This design comes from an exercise in tuning for small area and a short achievable clock period on the open sky130 flow, not from production work.
Only simulation tests tie the RTL to the original design; equivalence was not proved.

==> 08-07 <==
==> flow/design.v (excerpt) <==
module fu_mul_lat3_32b (
  input  logic        clk,
  input  logic        reset,
  input  logic        io_glock,
  input  logic [31:0] io_o1data,
  input  logic        io_o1load,
  input  logic [31:0] io_t1data,
  input  logic        io_t1load,
  input  logic [1:0]  io_t1opcode,
  output logic [31:0] io_r1data,
  output logic        io_r1valid
);
Settings: LEC_CHECK=0, CAP_MARGIN=20, CORE_MARGIN=2, CORE_UTILIZATION=70, CTS_CLUSTER_SIZE=20, SETUP_SLACK_MARGIN=4.6, SLEW_MARGIN=20, SYNTH_HIERARCHICAL=1, SYNTH_MINIMUM_KEEP_SIZE=0; clock period 8.5 ns.
run.sh (not shown) runs the stock make flow with config.mk's settings and CLKGATE_MAP_FILE= SYNTH_SCRIPT=/design/flow/synth_recipe.tcl, a recipe that flattens the netlist after the stock synthesis.
==> inputs of 12-26, as changes to 08-07 <==
Settings changed: CORE_UTILIZATION 70 to 55, TNS_END_PERCENT set to 10.
==> inputs of 09-01, as changes to 08-07 <==
Settings changed: ABC_CLOCK_PERIOD_IN_PS set to 4000, CORE_UTILIZATION 70 to 55.
==> key figures <==
Outcome
  • Outcome: timing/DRC/antenna clean

Floorplan
  • Die H: 250 µm
  • Starting Density: 55.5%
  • Std cell rows: 90

Clock tree
  • Post-CTS Repair Setup Buffers: 16

Timing
  • Max_slew headroom: 26.2%
  • Slew @ Worst Pin: 1.11 ns
  • Hold Slack: 0.471 ns

Route
  • WL final: 128000 µm

Setup path
  • Worst r2r src: s1A_q[27]
  • Worst Setup SP: s1A_q[27]
  • CP bufs+invs: 1

Global routing
  • Met1 Use GR: 51.8%
-- figures above: 09-01

==> key figures <==
Outcome
  • Outcome: timing/DRC/antenna clean

Timing
  • Hold Slack: 0.478 ns
  • Slew @ Worst Pin: 1.21 ns

Route
  • WL final: 123000 µm

Setup path
  • Worst Setup SP: s1A3_q[13]
  • CP bufs+invs: 0

Floorplan
  • Starting Density: 70.4%
  • Std cell rows: 80
  • Die H: 222 µm

Global routing
  • Met1 Use GR: between 50% and 60%
-- figures above: 08-07

==> key figures <==
Timing
  • Hold Slack: 0.469 ns
  • Max_slew headroom: 27.0%
  • Slew @ Worst Pin: between 1 and 1.5 ns

Setup path
  • CP bufs+invs: 0
  • Worst r2r src: o1X1_q[7]
  • Worst Setup SP: o1X1_q[7]
  • Kind of critical path: reg -> reg

Logic synthesis
  • Synth area leaders: edfxtp_1 (19%), fa_1 (16%), xnor2_1 (11%)

Outcome
  • Outcome: timing/DRC/antenna clean

Floorplan
  • Std cell rows: 90
  • Die H: around 250 µm
  • Starting Density: ~56%

Clock tree
  • Post-CTS Repair Setup Buffers: 11

Finish
  • Nonclk inv count: 59

Route
  • WL final: between 100000 and 150000 µm
-- figures above: 12-26


==> 01-11 <==
Another version of the RTL of fu_mul_lat3_32b (not shown whole).
clock: 8.5 ns
lec_check: 0
abc_clock_period_in_ps: 4000
cap_margin: 20
core_margin: 2
core_utilization: 55
cts_cluster_size: 20
setup_slack_margin: 4.0
slew_margin: 20
==> 10-19 (differences from 01-11) <==
--- a/flow/config.mk
+++ b/flow/config.mk
@@ -5,10 +5,8 @@
 export SDC_FILE = /design/flow/constraint.sdc
 export NUM_CORES = 4
 export LEC_CHECK = 0
-export ABC_CLOCK_PERIOD_IN_PS = 4000
 export CAP_MARGIN = 20
 export CORE_MARGIN = 2
 export CORE_UTILIZATION = 55
 export CTS_CLUSTER_SIZE = 20
-export SETUP_SLACK_MARGIN = 4.0
 export SLEW_MARGIN = 20
==> flow_metrics.py <==
metrics = {
    "run_status": {
        "status": "finished clean",
    },
    "final_layout": {
        "multi_input_area_share": 0.627,
        "drive_gt1_frac": 0.207,
        "stdcell_count": 4392,
    },
    "timing": {
        "finalCritPeriodShare": 0.578,
        "timing.fmax_ghz": 0.204,
        "slew_headroom": 0.175,
    },
    "route": {
        "drt_iter0_markers": 5159,
        "drt_pass1_iterations": 11,
    },
    "global_route": {
        "antenna_found_initial": 3,
    },
    "setup_path": {
        "endpoint": "s2Cs_q[73]$_DFFE_PN_",
    },
    "place": {
        "hpwlAfterDp_um": 87300,
    },
}
(the above is from 01-11)
==> flow_metrics.py <==
metrics = {
    "timing": {
        "timing.fmax_ghz": 0.170,
        "slew_headroom": 0.186,
    },
    "final_layout": {
        "drive_gt1_frac": 0.0827,
    },
    "run_status": {
        "status": "finished clean",
    },
    "global_route": {
        "antenna_found_initial": 5,
    },
}
(the above is from 10-19)

==> v3 <==
fu_mul_lat3_32b, a different RTL version from the one above (not shown whole).
Design fu_mul_lat3_32b, start of the top module:
module fu_mul_lat3_32b (
  input  logic        clk,
  input  logic        reset,
  input  logic        io_glock,
  input  logic [31:0] io_o1data,
  input  logic        io_o1load,
  input  logic [31:0] io_t1data,
  input  logic        io_t1load,
  input  logic [1:0]  io_t1opcode,
  output logic [31:0] io_r1data,
  output logic        io_r1valid
);
  logic [9:0]  o1X1_q, o1X2_q, o1X3_q, o1X4_q, o1Ng_q;
  logic [2:0]  o1Top_q;    
  logic [32:0] s1A_q;      
  logic [34:0] s1A3_q;     
  logic        s1SB_q;     
  logic        s1Hi_q;     
  logic        s1Valid_q;
  logic [142:0] s2Cs_q;   
  logic        s2Hi_q;
  logic        s2Valid_q;
  logic [31:0] r1Data_q;
  logic        r1Valid_q;
  logic        trigger;
  logic [32:0] aExt;
  logic [34:0] a3;
  assign trigger = io_t1load & ~io_glock;
  assign aExt = {io_t1opcode[1] & io_t1data[31], io_t1data};
  assign a3 = {{2{aExt[32]}}, aExt} + {aExt[32], aExt, 1'b0};
  logic [10:0] x1, x2, x3, x4, ng;
  logic [30:0] wbx;   
  logic [9:0]  wX1, wX2, wX3, wX4, wNg;
  assign wbx = {io_o1data[29:0], 1'b0};
  always_comb begin
    for (int i = 0; i < 10; i++) begin
      wX1[i] = (wbx[3*i+1] ^ wbx[3*i]) & ~(wbx[3*i+2] ^ wbx[3*i+3]);
  ...
export LEC_CHECK = 0
export ABC_CLOCK_PERIOD_IN_PS = 4000
export CAP_MARGIN = 20
export CORE_MARGIN = 2
export CORE_UTILIZATION = 55
export CTS_CLUSTER_SIZE = 20
export SETUP_SLACK_MARGIN = 4.6
export SLEW_MARGIN = 20
create_clock -name core_clock -period 8.5 [get_ports {clk}]
==> inputs of v31, as changes to v3 <==
- SETUP_SLACK_MARGIN: 4.6 -> 4.0
==> qor summary <==
quantity                                                                    v31           v3
R2R Path End                                                        s2Cs_q[105]   s2Cs_q[60]
Worst slack, placed                                                     3.33 ns      3.53 ns
Start point of the worst hold path                                 r1Data_q[10]    o1Ng_q[3]
Capture endpoint of the worst hold path                            r1Data_q[10]    o1Ng_q[3]
Sequential share of cell area                                             23.2%        22.6%
Antenna diode instance count                                                  0            1
Clock network area share                                                  3.15%        3.30%
Number of fill cells in the layout                                         5367         5178
DRC marker count from the first detailed-route iteration                   3976         4562
Clock period minus worst slack                                          4.45 ns      3.91 ns
Headroom to the max-slew limit                                            26.4%        30.2%
Fraction of final layout cells with drive strength greater than 1         6.54%        10.4%
Final cell area excluding filler cells                              36800 sq um  38000 sq um
Result of the run                                      timing/DRC/antenna clean  timing/DRC/antenna clean
Post-CTS setup repair buffer count                                            0           14
WL met3                                                                 17.5 mm      17.9 mm

==> trial 38: inputs <==
Another version of the RTL of fu_mul_lat3_32b (not shown whole).
clock: 8.5 ns
lec_check: 0
cap_margin: 20
core_margin: 2
core_utilization: 55
cts_cluster_size: 20
setup_slack_margin: 4.6
slew_margin: 20
synth_hierarchical: 1
synth_minimum_keep_size: 0
standard.sh (not shown) runs the stock make flow with config.mk's settings and CLKGATE_MAP_FILE= SYNTH_SCRIPT=/design/flow/synth_recipe.tcl, a recipe that flattens the netlist after the stock synthesis.
==> flow/flow/run.sh <==
#!/bin/bash
# Layout flow: the standard layout (standard.sh, unchanged synthesis and
# steps), except that the port buffers inserted before global placement are
# sky130_fd_sc_hd__buf_2 cells instead of the delay cell buffer_ports picks by
# default. Every input and output port still gets its own buffer.
# The make output goes to standard.log in this folder; the tools' own logs are
# under orfs/logs/ as standard.sh writes them.
export BUFFER_PORTS_ARGS="-buffer_cell sky130_fd_sc_hd__buf_2"
bash standard.sh > standard.log 2>&1
status=$?
tail -n 30 standard.log
exit $status
==> build 69 (differences from trial 38) <==
--- a/flow/design.v
+++ b/flow/design.v
@@ -1781,33 +1781,26 @@
       end
       s1Valid_q <= io_t1load;
       s2Valid_q <= s1Valid_q;
       r1Valid_q <= s2Valid_q;
       if (s2Valid_q) r1Data_q <= s2Hi_q ? prod[63:32] : prod[31:0];
     end
   end
-  logic [67:0] s1AHold;
-  fu_mul_hold #(.W(68)) u_s1AHold (.en(trigger), .d({a3, aExt}), .q({s1A3_q, s1A_q}), .y(s1AHold));
-  always_ff @(posedge clk) begin
-    s1A_q  <= s1AHold[32:0];
-    s1A3_q <= s1AHold[67:33];
-  end
   always_ff @(posedge clk) begin
     if (trigger) begin
+      s1A_q  <= aExt;
+      s1A3_q <= a3;
       s1SB_q <= (io_t1opcode == 2'd2);
       s1Hi_q <= (io_t1opcode != 2'd0);
     end
     if (!io_glock) begin
       s2Cs_q <= s2Cs_d;
       s2Hi_q <= s1Hi_q;
     end
   end
   assign io_r1data  = r1Data_q;
   assign io_r1valid = r1Valid_q;
 endmodule
-module fu_mul_hold #(parameter int W = 1) (input logic en, input logic [W-1:0] d, q, output logic [W-1:0] y);
-  assign y = en ? d : q;
-endmodule
 module fu_mul_fa (input logic a, b, c, output logic s, co);
   assign s  = a ^ b ^ c;
   assign co = (a & b) | (a & c) | (b & c);
 endmodule
==> flow/run.sh (new file) <==
#!/bin/bash
# synth_recipe.tcl (not shown) runs the flow's synth.tcl, then flattens the netlist and writes it again
# the make line also repeats each setting of config.mk as NAME=value (left out here)
make -C /OpenROAD-flow-scripts/flow DESIGN_CONFIG=/design/flow/config.mk WORK_HOME=/design/flow/orfs CLKGATE_MAP_FILE= SYNTH_SCRIPT=/design/flow/synth_recipe.tcl finish
--- a/flow/config.mk
+++ b/flow/config.mk
@@ -5,11 +5,11 @@
 export SDC_FILE = /design/flow/constraint.sdc
 export NUM_CORES = 4
 export LEC_CHECK = 0
 export CAP_MARGIN = 20
 export CORE_MARGIN = 2
 export CORE_UTILIZATION = 55
 export CTS_CLUSTER_SIZE = 20
-export SETUP_SLACK_MARGIN = 4.6
+export SETUP_SLACK_MARGIN = 4.45
 export SLEW_MARGIN = 20
 export SYNTH_HIERARCHICAL = 1
 export SYNTH_MINIMUM_KEEP_SIZE = 0
removed: flow/flow/run.sh
removed: flow/standard.sh
==> comparison table <==
| metric | trial 38 | build 69 |
|---|---|---|
| Outcome | finished clean | finished clean |
| Synthesized-area fraction occupied by ao, oa, aoi and oai cells | 0.254 | 0.263 |
| Critical path data required time | 8.82 ns | 8.79 ns |
| Final Instance Area | 0.0357 sq mm | 0.0357 sq mm |
| Setup Fix Bufs, Post-CTS | 3 | 9 |
| Async S/R FF share, synth | 0.294 | 0.296 |
| Detail Placement HPWL | 85.5 mm | 79.1 mm |
| Count of state elements after synthesis | 299 | 297 |
| Endpoint of the lowest-slack register-to-register path | s2Cs_q[81] | s2Cs_q[48] |
| Post-synthesis xor/xnor area fraction | 0.124 | 0.127 |
| DP Cell Count | 3915 | 3769 |
| Largest area contributor in the netlist | fa_1 | edfxtp_1 |
| Row cnt | 90 | 89 |
| Average wire per standard cell | 32.4 microns | 32.9 microns |
| Crit path capture | s2Cs_q[81] | s2Cs_q[48] |
| Clock-cell share of area | 0.0333 | 0.0341 |

## what the ideal ports hide
Ports are ideal in the flow. The routed layouts listed here were re-timed in OpenROAD.
Step 1 assumes that a clkbuf_16 drives the clock port and a buf_2 every other input.
Step 2, shift: input delay + t, output delay - t, t = (earliest + latest rising clock arrival at the registers) / 2. This alone moves slack from input paths to output paths.
Three values: no drivers, after step 1, after step 2; two values: the first two.
run	shift t [ns]	slack for setup (ns)	latest minus earliest clock arrival (ns)	worst data-port slew with drivers (ns)
08-07	0.639	4.448 / 4.448 / 3.968	0.034 / 0.034	0.06
12-26	0.639	4.365 / 4.365 / 3.890	0.046 / 0.046	0.06
09-01	0.629	4.589 / 4.589 / 4.096	0.039 / 0.039	0.06
01-11	0.694	3.590 / 3.590 / 3.550	0.060 / 0.060	0.06
10-19	0.683	2.623 / 2.623 / 2.623	0.054 / 0.054	0.07
v3	0.627	4.585 / 4.587 / 3.987	0.028 / 0.027	0.06
v31	0.620	4.048 / 4.092 / 3.472	0.016 / 0.016	0.05
trial 38	0.635	4.598 / 4.598 / 4.115	0.031 / 0.031	0.06
build 69	0.635	4.431 / 4.431 / 3.954	0.023 / 0.024	0.04
After both steps setup and hold are still met in every run listed. For v3, which loses most, drivers alone change the setup slack by +0.002 ns; drivers and shift together by -0.598 ns.
